From an optimization exercise on the open Yosys and OpenROAD flow, aimed at small area, a short achievable clock period and few clock cycles per item; shortcuts taken in it are not production practice. The RTL was checked by simulation tests, not by an equivalence proof against the original design. Power is estimated from default activity; no workload was simulated.

$ cat flow/run.sh
#!/bin/bash
# synth_recipe.tcl (not shown) runs the flow's synth.tcl, then flattens the netlist and writes it again
# the make line also repeats each setting of config.mk as NAME=value (left out here)
make -C /OpenROAD-flow-scripts/flow DESIGN_CONFIG=/design/flow/config.mk WORK_HOME=/design/flow/orfs CLKGATE_MAP_FILE= SYNTH_SCRIPT=/design/flow/synth_recipe.tcl finish
$ cat flow/config.mk
export PLATFORM = sky130hd
export DESIGN_NAME = sorted_term_accumulator
export DESIGN_NICKNAME = sorted_term_accumulator
export VERILOG_FILES = /design/flow/design.v
export SDC_FILE = /design/flow/constraint.sdc
export NUM_CORES = 4
export LEC_CHECK = 0
export CAP_MARGIN = 20
export CORE_MARGIN = 2
export CORE_UTILIZATION = 25
export PLACE_DENSITY = 0.3
export SETUP_SLACK_MARGIN = 4.0
export SLEW_MARGIN = 20
export TNS_END_PERCENT = 5
$ cat flow/constraint.sdc
create_clock -name core_clock -period 8.0 [get_ports {clk}]
set_input_delay 1.6000 -clock core_clock [delete_from_list [all_inputs] [get_ports {clk}]]
set_output_delay 1.6000 -clock core_clock [all_outputs]
set_load 0.01 [all_outputs]
$ cat flow/design.v
`timescale 1ns / 1ps
package sta_pkg;
	localparam int COEF_W        = 32;
	localparam int EXP_W         = 16;
	localparam int CNT_W         = 7;
	localparam int DEF_MAX_TERMS = 64;
endpackage
`timescale 1ns / 1ps
module sta_ctrl
(
	input  logic signed [sta_pkg::COEF_W-1:0] a,
	input  logic signed [sta_pkg::COEF_W-1:0] b,
	output logic signed [sta_pkg::COEF_W-1:0] sum,
	output logic                              zero
);
	localparam int W = sta_pkg::COEF_W;
	localparam int L = $clog2(W + 1);
	logic [W:0]   x, y, wide;
	logic [W:0]   g [0:L];
	logic [W:0]   p [0:L];
	logic [W-1:0] bit_ok;
	assign x = {a[W-1], a};
	assign y = {b[W-1], b};
	always_comb begin
		g[0] = x & y;
		p[0] = x ^ y;
		for (int l = 0; l < L; l++) begin
			for (int i = 0; i <= W; i++) begin
				if (i >= (1 << l)) begin
					g[l+1][i] = g[l][i] | (p[l][i] & g[l][i - (1 << l)]);
					p[l+1][i] = p[l][i] & p[l][i - (1 << l)];
				end else begin
					g[l+1][i] = g[l][i];
					p[l+1][i] = p[l][i];
				end
			end
		end
		wide[0] = p[0][0];
		for (int i = 1; i <= W; i++) begin
			wide[i] = p[0][i] ^ g[L][i-1];
		end
	end
	always_comb begin
		if (wide[W] != wide[W-1]) begin
			sum = wide[W] ? {1'b1, {(W-1){1'b0}}} : {1'b0, {(W-1){1'b1}}};
		end else begin
			sum = wide[W-1:0];
		end
	end
	assign bit_ok[0] = ~(a[0] ^ b[0]);
	genvar i;
	generate
		for (i = 1; i < W; i++) begin : g_z
			assign bit_ok[i] = ~((a[i] ^ b[i]) ^ (a[i-1] | b[i-1]));
		end
	endgenerate
	assign zero = (&bit_ok) & ~(a[W-1] & b[W-1]);
endmodule
`timescale 1ns / 1ps
module sta_dp
#(
	parameter int N = sta_pkg::DEF_MAX_TERMS
) (
	input  logic                              clk,
	input  logic [N-1:0]                      sel_up,
	input  logic [N-1:0]                      sel_dn,
	input  logic [N-1:0]                      sel_bus_e,
	input  logic [N-1:0]                      sel_bus_c,
	input  logic [sta_pkg::COEF_W-1:0] bus_c,
	input  logic [sta_pkg::EXP_W-1:0]  bus_e,
	output logic [N-1:0][sta_pkg::COEF_W-1:0] ce,
	output logic [N-1:0][sta_pkg::EXP_W-1:0]  ee
);
	genvar i;
	generate
		for (i = 0; i < N; i++) begin : g_e
			logic [sta_pkg::COEF_W-1:0] c_up, c_dn;
			logic [sta_pkg::EXP_W-1:0]  e_up, e_dn;
			if (i == 0) begin : g_lo
				assign c_up = ce[0];
				assign e_up = ee[0];
			end else begin : g_lo
				assign c_up = ce[i-1];
				assign e_up = ee[i-1];
			end
			if (i == N-1) begin : g_hi
				assign c_dn = ce[N-1];
				assign e_dn = ee[N-1];
			end else begin : g_hi
				assign c_dn = ce[i+1];
				assign e_dn = ee[i+1];
			end
			logic hold;
			assign hold = ~(sel_bus_c[i] | sel_up[i] | sel_dn[i]);
			logic hold_e;
			assign hold_e = ~(sel_bus_e[i] | sel_up[i] | sel_dn[i]);
			always_ff @(posedge clk) begin
				ce[i] <= ({sta_pkg::COEF_W{sel_bus_c[i]}} & bus_c) | ({sta_pkg::COEF_W{sel_up[i]}} & c_up)
				       | ({sta_pkg::COEF_W{sel_dn[i]}} & c_dn) | ({sta_pkg::COEF_W{hold}} & ce[i]);
				ee[i] <= ({sta_pkg::EXP_W{sel_bus_e[i]}} & bus_e) | ({sta_pkg::EXP_W{sel_up[i]}} & e_up)
				       | ({sta_pkg::EXP_W{sel_dn[i]}} & e_dn) | ({sta_pkg::EXP_W{hold_e}} & ee[i]);
			end
		end
	endgenerate
endmodule
`timescale 1ns / 1ps
module sorted_term_accumulator
#(
	parameter int MAX_TERMS = sta_pkg::DEF_MAX_TERMS
) (
	input  logic                     clk,
	input  logic                     arst_n,
	input  logic                     in_valid,
	output logic                     in_stall,
	input  logic                     op,
	input  logic signed [sta_pkg::COEF_W-1:0] coefficient,
	input  logic signed [sta_pkg::EXP_W-1:0]  exponent,
	output logic                     out_valid,
	input  logic                     out_stall,
	output logic signed [sta_pkg::COEF_W-1:0] term_coefficient,
	output logic signed [sta_pkg::EXP_W-1:0]  term_exponent,
	output logic                     term_valid,
	output logic                     last,
	output logic                     dropped,
	output logic [sta_pkg::CNT_W-1:0]         term_count
);
	localparam int N  = MAX_TERMS;
	localparam int CW = sta_pkg::COEF_W;
	localparam int EW = sta_pkg::EXP_W;
	localparam int KW = sta_pkg::CNT_W;
	localparam int OW = CW + EW + 3 + KW;
	logic [N-1:0][CW-1:0] ce;
	logic [N-1:0][EW-1:0] ee;
	logic [N-1:0]         sel_up, sel_dn, sel_bus_e, sel_bus_c;
	logic [CW-1:0]        bus_c;
	logic [EW-1:0]        bus_e;
	sta_dp #(.N(N)) u_dp (
		.clk       (clk),
		.sel_up    (sel_up),
		.sel_dn    (sel_dn),
		.sel_bus_e (sel_bus_e),
		.sel_bus_c (sel_bus_c),
		.bus_c     (bus_c),
		.bus_e     (bus_e),
		.ce        (ce),
		.ee        (ee)
	);
	logic [N-1:0]  v_q;
	logic [KW-1:0] cnt_q;
	logic [N-1:0]  v_up1;   
	assign v_up1 = {1'b0, v_q[N-1:1]};
	logic                 a_vld_q, a_op_q;
	logic signed [CW-1:0] a_c_q;
	logic signed [EW-1:0] a_e_q;
	logic                 m_vld_q, m_op_q;
	logic signed [CW-1:0] m_c_q;
	logic signed [EW-1:0] m_e_q;
	logic [N-1:0]         m_ge_q;    
	logic [N-1:0]         m_eq_q;    
	logic                 b_vld_q, b_op_q, b_found_q, b_zero_q;
	logic signed [CW-1:0] b_c_q, b_cm_q;
	logic signed [EW-1:0] b_e_q;
	logic [N-1:0]         b_ge_q;
	logic [KW-1:0]        b_left_q;  
	logic                 in_stall_q;
	logic                 r_ab_lt, r_ab_eq, r_mb_lt, r_mb_eq;
	logic [1:0]           q_cnt_q;
	logic                 o_vld_q;
	logic [OW-1:0]        o_q, s_q;
	logic signed [CW-1:0] sum;
	sta_ctrl u_add (
		.a    (b_cm_q),
		.b    (b_c_q),
		.sum  (sum),
		.zero ()
	);
	logic          q_space, b_fire, b_done, full, empty, is_add, d_last;
	logic          do_ins, do_upd, do_del, do_dmp, do_drop;
	logic [N-1:0]  pos_oh;
	logic [OW-1:0] push_w;
	logic [KW-1:0] cnt_n;
	assign q_space = (q_cnt_q != 2'd2);
	assign b_fire  = b_vld_q & q_space;
	assign full    = v_q[N-1];
	assign empty   = ~v_q[0];
	assign is_add  = ~b_op_q;
	assign d_last  = (b_left_q == '0);
	assign do_ins  = b_fire & is_add & ~b_found_q & ~full;
	assign do_drop = b_fire & is_add & ~b_found_q & full;
	assign do_upd  = b_fire & is_add & b_found_q & ~b_zero_q;
	assign do_del  = b_fire & is_add & b_found_q & b_zero_q;
	assign do_dmp  = b_fire & b_op_q & ~empty;
	assign b_done  = b_fire & (is_add | empty | d_last);
	assign pos_oh = b_ge_q & ~{b_ge_q[N-2:0], 1'b0};
	always_comb begin
		sel_up    = do_ins ? {b_ge_q[N-2:0], 1'b0} : '0;
		sel_dn    = (do_del ? b_ge_q : '0) | (do_dmp ? v_up1 : '0);
		sel_bus_e = (do_ins ? pos_oh : '0) | (do_dmp ? ~v_up1 : '0);
		sel_bus_c = sel_bus_e | (do_upd ? pos_oh : '0);
		bus_e     = b_op_q ? ee[0] : b_e_q;
		bus_c     = b_op_q ? ce[0] : (b_found_q ? sum : b_c_q);
	end
	always_comb begin
		cnt_n = cnt_q;
		if (do_ins) begin
			cnt_n = cnt_q + KW'(1);
		end else if (do_del) begin
			cnt_n = cnt_q - KW'(1);
		end
	end
	always_comb begin
		if (b_op_q & ~empty) begin
			push_w = {ce[0], ee[0], 1'b1, d_last, 1'b0, cnt_q};
		end else begin
			push_w = {{(CW+EW){1'b0}}, 1'b0, 1'b1, do_drop, cnt_n};
		end
	end
	function automatic logic [N-1:0] fix_vec(input logic [N-1:0] x, input logic fill_hi,
			input logic ins_here, input logic ins, input logic del, input logic rot,
			input logic [N-1:0] ge, input logic [N-1:0] p_oh, input logic [N-1:0] v,
			input logic [N-1:0] v1);
		logic [N-1:0] y;
		y = x;
		for (int i = 0; i < N; i++) begin
			if (ins) begin
				if (p_oh[i]) begin
					y[i] = ins_here;
				end else if (ge[i] && i > 0) begin
					y[i] = x[(i > 0) ? i-1 : 0];
				end
			end else if (del) begin
				if (ge[i]) begin
					y[i] = (i == N-1) ? fill_hi : x[(i < N-1) ? i+1 : N-1];
				end
			end else if (rot) begin
				if (v1[i]) begin
					y[i] = x[(i < N-1) ? i+1 : N-1];
				end else if (v[i]) begin
					y[i] = x[0];
				end
			end
		end
		fix_vec = y;
	endfunction
	logic [N-1:0] lt_raw, eq_raw, a_ge_n, a_eq_n;
	logic         a_blt, a_same, a_adv, m_adv, accept;
	always_comb begin
		for (int i = 0; i < N; i++) begin
			lt_raw[i] = v_q[i] & ($signed(ee[i]) < a_e_q);
			eq_raw[i] = v_q[i] & (ee[i] == a_e_q);
		end
	end
	assign a_blt  = r_ab_lt;
	assign a_same = r_ab_eq;
	assign a_ge_n = fix_vec(~lt_raw, 1'b1, ~a_blt, do_ins, do_del, do_dmp, b_ge_q, pos_oh, v_q, v_up1);
	assign a_eq_n = fix_vec(eq_raw, 1'b0, a_same, do_ins, do_del, do_dmp, b_ge_q, pos_oh, v_q, v_up1);
	logic signed [CW-1:0] cm_raw, m_cm_n;
	logic                 m_found_n, m_zero_n, m_same, m_blt;
	logic                 z_raw, z_ins, z_upd;
	logic [N-1:0]         m_ge_n, m_eq_rot;
	always_comb begin
		cm_raw = '0;
		for (int i = 0; i < N; i++) begin
			cm_raw = cm_raw | (m_eq_q[i] ? ce[i] : '0);
		end
	end
	assign m_blt  = r_mb_lt;
	assign m_same = r_mb_eq;
	sta_ctrl u_z_raw (.a(cm_raw), .b(m_c_q), .sum(), .zero(z_raw));
	sta_ctrl u_z_ins (.a(b_c_q),  .b(m_c_q), .sum(), .zero(z_ins));
	sta_ctrl u_z_upd (.a(sum),    .b(m_c_q), .sum(), .zero(z_upd));
	always_comb begin
		m_found_n = |m_eq_q;
		m_cm_n    = cm_raw;
		m_zero_n  = z_raw;
		if (do_ins & m_same) begin
			m_found_n = 1'b1;
			m_cm_n    = b_c_q;
			m_zero_n  = z_ins;
		end else if (do_upd & m_same) begin
			m_cm_n    = sum;
			m_zero_n  = z_upd;
		end else if (do_del & m_same) begin
			m_found_n = 1'b0;
		end
	end
	assign m_ge_n   = fix_vec(m_ge_q, 1'b1, ~m_blt, do_ins, do_del, do_dmp, b_ge_q, pos_oh, v_q, v_up1);
	assign m_eq_rot = fix_vec(m_eq_q, 1'b0, 1'b0, 1'b0, 1'b0, do_dmp, b_ge_q, pos_oh, v_q, v_up1);
	assign m_adv  = m_vld_q & (~b_vld_q | b_done);
	assign a_adv  = a_vld_q & (~m_vld_q | m_adv);
	assign accept = in_valid & ~in_stall_q;
	logic          a_vld_n, m_vld_n, b_vld_n, b_op_n, push, pop;
	logic [1:0]    q_cnt_n;
	logic [KW-1:0] b_left_n;
	assign push    = b_fire;
	assign pop     = o_vld_q & ~out_stall;
	assign a_vld_n = accept | (a_vld_q & ~a_adv);
	assign m_vld_n = a_adv | (m_vld_q & ~m_adv);
	assign b_vld_n = m_adv | (b_vld_q & ~b_done);
	assign b_op_n  = m_adv ? m_op_q : b_op_q;
	assign q_cnt_n = q_cnt_q + {1'b0, push} - {1'b0, pop};
	always_comb begin
		b_left_n = b_left_q;
		if (m_adv) begin
			b_left_n = cnt_n - KW'(1);
		end else if (do_dmp) begin
			b_left_n = b_left_q - KW'(1);
		end
	end
	logic cnt_n_le1, b_last_n;
	always_comb begin
		cnt_n_le1 = (~v_q[1] & ~do_ins) | (~v_q[0]) | (~v_q[2] & do_del);
		if (m_adv) begin
			b_last_n = cnt_n_le1;
		end else if (do_dmp) begin
			b_last_n = (b_left_q == KW'(1));
		end else begin
			b_last_n = (b_left_q == '0);
		end
	end
	logic signed [EW-1:0] a_e_n, m_e_n, b_e_n;
	assign a_e_n = accept ? exponent : a_e_q;
	assign m_e_n = a_adv ? a_e_q : m_e_q;
	assign b_e_n = m_adv ? m_e_q : b_e_q;
	always_ff @(posedge clk) begin
		r_ab_lt <= (b_e_n < a_e_n);
		r_ab_eq <= (b_e_n == a_e_n);
		r_mb_lt <= (b_e_n < m_e_n);
		r_mb_eq <= (b_e_n == m_e_n);
	end
	always_ff @(posedge clk or negedge arst_n) begin
		if (!arst_n) begin
			a_vld_q    <= 1'b0;
			m_vld_q    <= 1'b0;
			b_vld_q    <= 1'b0;
			in_stall_q <= 1'b0;
			q_cnt_q    <= '0;
			o_vld_q    <= 1'b0;
			v_q        <= '0;
			cnt_q      <= '0;
		end else begin
			a_vld_q    <= a_vld_n;
			m_vld_q    <= m_vld_n;
			b_vld_q    <= b_vld_n;
			in_stall_q <= a_vld_n & m_vld_n & b_vld_n
			            & ~((q_cnt_n != 2'd2) & (~b_op_n | b_last_n));
			q_cnt_q    <= q_cnt_n;
			o_vld_q    <= (q_cnt_n != 2'd0);
			cnt_q      <= cnt_n;
			if (do_ins) begin
				v_q <= {v_q[N-2:0], 1'b1};
			end else if (do_del) begin
				v_q <= {1'b0, v_q[N-1:1]};
			end
		end
	end
	always_ff @(posedge clk) begin
		if (accept) begin
			a_op_q <= op;
			a_c_q  <= coefficient;
			a_e_q  <= exponent;
		end
		if (a_adv) begin
			m_op_q <= a_op_q;
			m_c_q  <= a_c_q;
			m_e_q  <= a_e_q;
			m_ge_q <= a_ge_n;
			m_eq_q <= a_eq_n;
		end else if (do_dmp) begin
			m_ge_q <= m_ge_n;
			m_eq_q <= m_eq_rot;
		end
		if (m_adv) begin
			b_op_q    <= m_op_q;
			b_c_q     <= m_c_q;
			b_e_q     <= m_e_q;
			b_ge_q    <= m_ge_n;
			b_found_q <= m_found_n;
			b_cm_q    <= m_cm_n;
			b_zero_q  <= m_zero_n;
		end
		b_left_q <= b_left_n;
		if (push) begin
			if (!o_vld_q || (pop && q_cnt_q == 2'd1)) begin
				o_q <= push_w;
			end else if (pop) begin
				o_q <= s_q;
				s_q <= push_w;
			end else begin
				s_q <= push_w;
			end
		end else if (pop) begin
			o_q <= s_q;
		end
	end
	assign in_stall         = in_stall_q;
	assign out_valid        = o_vld_q;
	assign term_coefficient = o_q[OW-1 -: CW];
	assign term_exponent    = o_q[OW-CW-1 -: EW];
	assign term_valid       = o_q[KW+2];
	assign last             = o_q[KW+1];
	assign dropped          = o_q[KW];
	assign term_count       = o_q[KW-1:0];
endmodule
==> results.py <==
metrics = {
    "run_status": {
        "status": "finished with violations",
        "violatedChecks": "antenna rules, capacitance limit, slew limit",
    },
    "clock_network": {
        "clock_sinks": 3650,
        "cts_made_buffers": 522,
        "cts_tree": "yes",
        "cts_buffer_depth": 4,
        "clock_latency_ps": 1200,
        "root_buffer": "clkbuf_16",
        "postCtsHoldBufs": 0,
        "htreeDepth": 6,
        "path_clk_slew_ps": 60,
    },
    "synth": {
        "synth-main-ff-cell": "dfxtp_1",
        "synth_most_common_cell": "o21ai_0",
        "avgSynthCellArea_um2": 8.566,
        "synthTopCellsByCount": "o21ai_0, dfxtp_1, nand2_1",
        "synthTopCellsByArea": "dfxtp_1, a222oi_1, o21ai_0",
        "synth_top_area_share_pct": 31.26,
        "synthesis.instances": 23798,
        "ys.warnings.count": 5,
        "ys_types": 101,
        "synth-async-reset-ratio_pct": 2.137,
        "synthesis.nets": 25043,
        "synth_edf_count": 389,
        "synth_area_leader_cell": "dfxtp_1",
        "synth-seq-cells": 3650,
        "syn_area_um2": 203900,
        "synth-seq-area-share_pct": 37.95,
    },
    "sta": {
        "hold_viol_final": 0,
        "drv_slew": 4,
        "layout_setup_ws_ps": 2974,
        "max_slew.worst_pin.slew_ps": 1877,
        "fmax_ghz": 0.1990,
        "grt_setup_unrepaired": "yes",
        "setup_tns_ps": 0,
        "setup_viol": 0,
        "timing.final.crit_share_pct": 62.83,
        "finClkSkew_ps": 71.65,
        "max_slew_margin_pct": -25.59,
        "period_needed_ps": 5026,
    },
    "placement": {
        "dp_cells": 33358,
        "dpl_cell_area_um2": 222800,
        "routabilityCongestion": 1.030,
        "dpl.hpwl_mm": 1337,
        "portBuffers": 112,
        "place_worst_setup_slack_ps": 2381,
    },
    "power_and_ir_drop": {
        "leakage_nw": 93.83,
        "p_per_area_nw_per_um2": 641.6,
        "ir_drop_mv": 0.5686,
        "p_total_mw": 158.7,
    },
    "finish": {
        "area.growth.synth_to_final_pct": 21.30,
        "finalNonFillerCells": 34922,
        "fin_nets": 24658,
        "fin_area_um2": 247300,
        "drive_gt1_share_pct": 13.11,
    },
    "routing": {
        "dr.pass1.iters": 14,
        "ant_nets": 1,
        "wl_per_cell_um": 55.03,
        "wl_mm": 1922,
        "vias": 245749,
        "drt_iter0_markers": 54103,
        "via_per_inst": 7.037,
        "remaining_drc_errors": 0,
    },
    "floorplanning": {
        "die_h_um": 907.0,
        "fp.dieW_um": 907.0,
        "core-area_um2": 812600,
        "die_area_um2": 822700,
        "core.rowCount": 331,
        "start_util_pct": 25.09,
        "io_pins": 113,
    },
    "worst_setup_path": {
        "start_kind": "flop",
        "worstPathMaxFanout": 34,
        "required_ps": 8970,
        "critPathArrivalTime_ps": 6000,
        "path_class": "reg -> reg",
        "endpoint_kind": "flop",
    },
    "hold_path": {
        "hold_class": "in -> async",
    },
    "global_route": {
        "antenna_found_initial": 424,
        "grt_pass1_vias": 216554,
        "grt_max_degree": 116,
        "gr-total-overflow": 0,
        "track_usage_pct": 43.82,
        "grt_pass1_wl_mm": 2408,
    },
    "run": {
        "drv_cap": 1,
    },
}
## layer usage
metal | track usage (%) | wire length [um]
met5 | 1.747 | 3322
met3 | 19.67 | 253300
met2 | 62.30 | 774600
met1 | 55.08 | 768400
met4 | 23.29 | 122100
## cell type report
type | instances | area (um2)
fillers | 85608 | 565300
well taps | 10822 | 13540
inverters | 290 | 1242
flip-flops and latches | 3650 | 77380
multi-input cells | 17388 | 121400
diodes | 285 | 713.2
clock inverters | 108 | 1090
repair buffers | 1559 | 15910
repair inverters | 2 | 17.52
clock buffers | 818 | 15980
## worst max-delay path, stage by stage (launching register included)
cell and delay (ps):
edfxtp_1 410, buf_12 240, a22oi_2 690, nand4_1 910, nor4_4 870, buf_6 250, ha_1 180, o21ai_0 90
a2111oi_1 310, nand4_1 200, nor4_4 330, a21oi_1 70, a21oi_1 130
## flip-flops by register name, indices dropped and copies added, names as in the netlist, 2 cells and up
name      cells
u_dp.ce    2048
u_dp.ee    1024
b_ge_q       64
m_eq_q       64
m_ge_q       64
v_q          64
o_q          58
s_q          58
a_c_q        32
b_c_q        32
b_cm_q       32
m_c_q        32
a_e_q        16
b_e_q        16
m_e_q        16
b_left_q      7
cnt_q         7
q_cnt_q       2
## worst paths after layout
| check | from | to | slack [ps] | cells past startpoint |
|---|---|---|---|---|
| max in group asynchronous | arst_n | v_q[57] | 6320 | 3 |
| hold / removal | arst_n | v_q[8] | 360 | 1 |
| setup reg to reg | m_eq_q[11] | b_zero_q | 2970 | 12 |
| setup / recovery | m_eq_q[11] | b_zero_q | 2970 | 12 |
| min in group core_clock | a_c_q[26] | m_c_q[26] | 410 | 0 |
| hold reg to reg | a_c_q[26] | m_c_q[26] | 410 | 0 |
## cell families (layout without fill, tap and decap cells)
group                      count (synthesis)  count (layout)  synth area share (%)
xor gates and xnor gates                 142             142                0.6101
and+or+nand+nor                         5174            5199                 11.22
DFF                                     3650            3650                 37.95
muxes                                    306             306                 1.549
AOI/OAI and AO/OA                      10541           10548                 36.11
buffers and inverters                   2792            2777                 5.240
other                                      0             285                     0
adders and majority gates               1193            1193                 7.325
## power by group
part / leakage [nW] / switching [mW] / internal [mW]
clock network: 8.40 / 10.4 / 14.1
logic: 54.4 / 62.9 / 24.6
registers: 31.0 / 19.7 / 26.9
## per-stage QoR
| stage | hold slack, ps | util [%] |
|---|---|---|
| final | 362.0 | 30.43 |
| after global placement | 402.6 | 27.38 |
| after global routing | 372.6 | 30.36 |
| after floorplan | 400.3 | - |
| after CTS | 321.1 | 29.98 |
| after detailed placement | 405.6 | 27.42 |
## placed cells by master, fill, tap and decap left out, types with 210 or more instances in the layout
cell / synthesis / routed
a21oi_1: 1512 / 1475
a221oi_1: 444 / 429
a222oi_1: 2018 / 2018
a22o_1: 412 / 411
a22oi_1: 1269 / 1261
buf_4: 1 / 1085
clkbuf_16: 0 / 579
dfxtp_1: 3183 / 3172
diode_2: 0 / 285
edfxtp_1: 389 / 389
ha_1: 1191 / 1153
inv_1: 286 / 257
mux2i_1: 249 / 242
nand2_1: 3012 / 2949
nand4_1: 313 / 313
nor2_1: 672 / 591
nor3_1: 220 / 210
o21ai_0: 3352 / 3223
## repair_timing
action	in CTS	in global routing
setup endpoints to repair	3071	2349
pin swaps	88	61
setup buffers	158	109
cloned	42	39
resized for setup	359	269
Testbench counts, summed over its fixed seeds: cycles 7,807, items 4,974.

==> afterwards: timing with drivers on the ports <==
No port has a modelled driver above. Below, the same layout with a new extraction and two added sets of constraints.
Step 1 sets driving cells, clkbuf_16 on the clock port and buf_2 on the other inputs (assumed; they add their load-dependent delay and slew).
Step 2 adds t to the input delays and takes it off the output delays; t is the mean of the earliest and latest rising clock arrival at the registers after step 1. Input paths then give back, and output paths get back, about the clock's delay inside the block.
Three values: ideal ports, drivers, drivers and shift; two values: the first two.
t, ns: 1.331
slack for setup (ns): 2.974 / 2.974 / 2.974
worst setup path after step 2: register to register
cell pins on the clock port's net: 1
For this run, drivers alone change the setup slack by 0.000 ns; drivers and shift together by 0.000 ns.
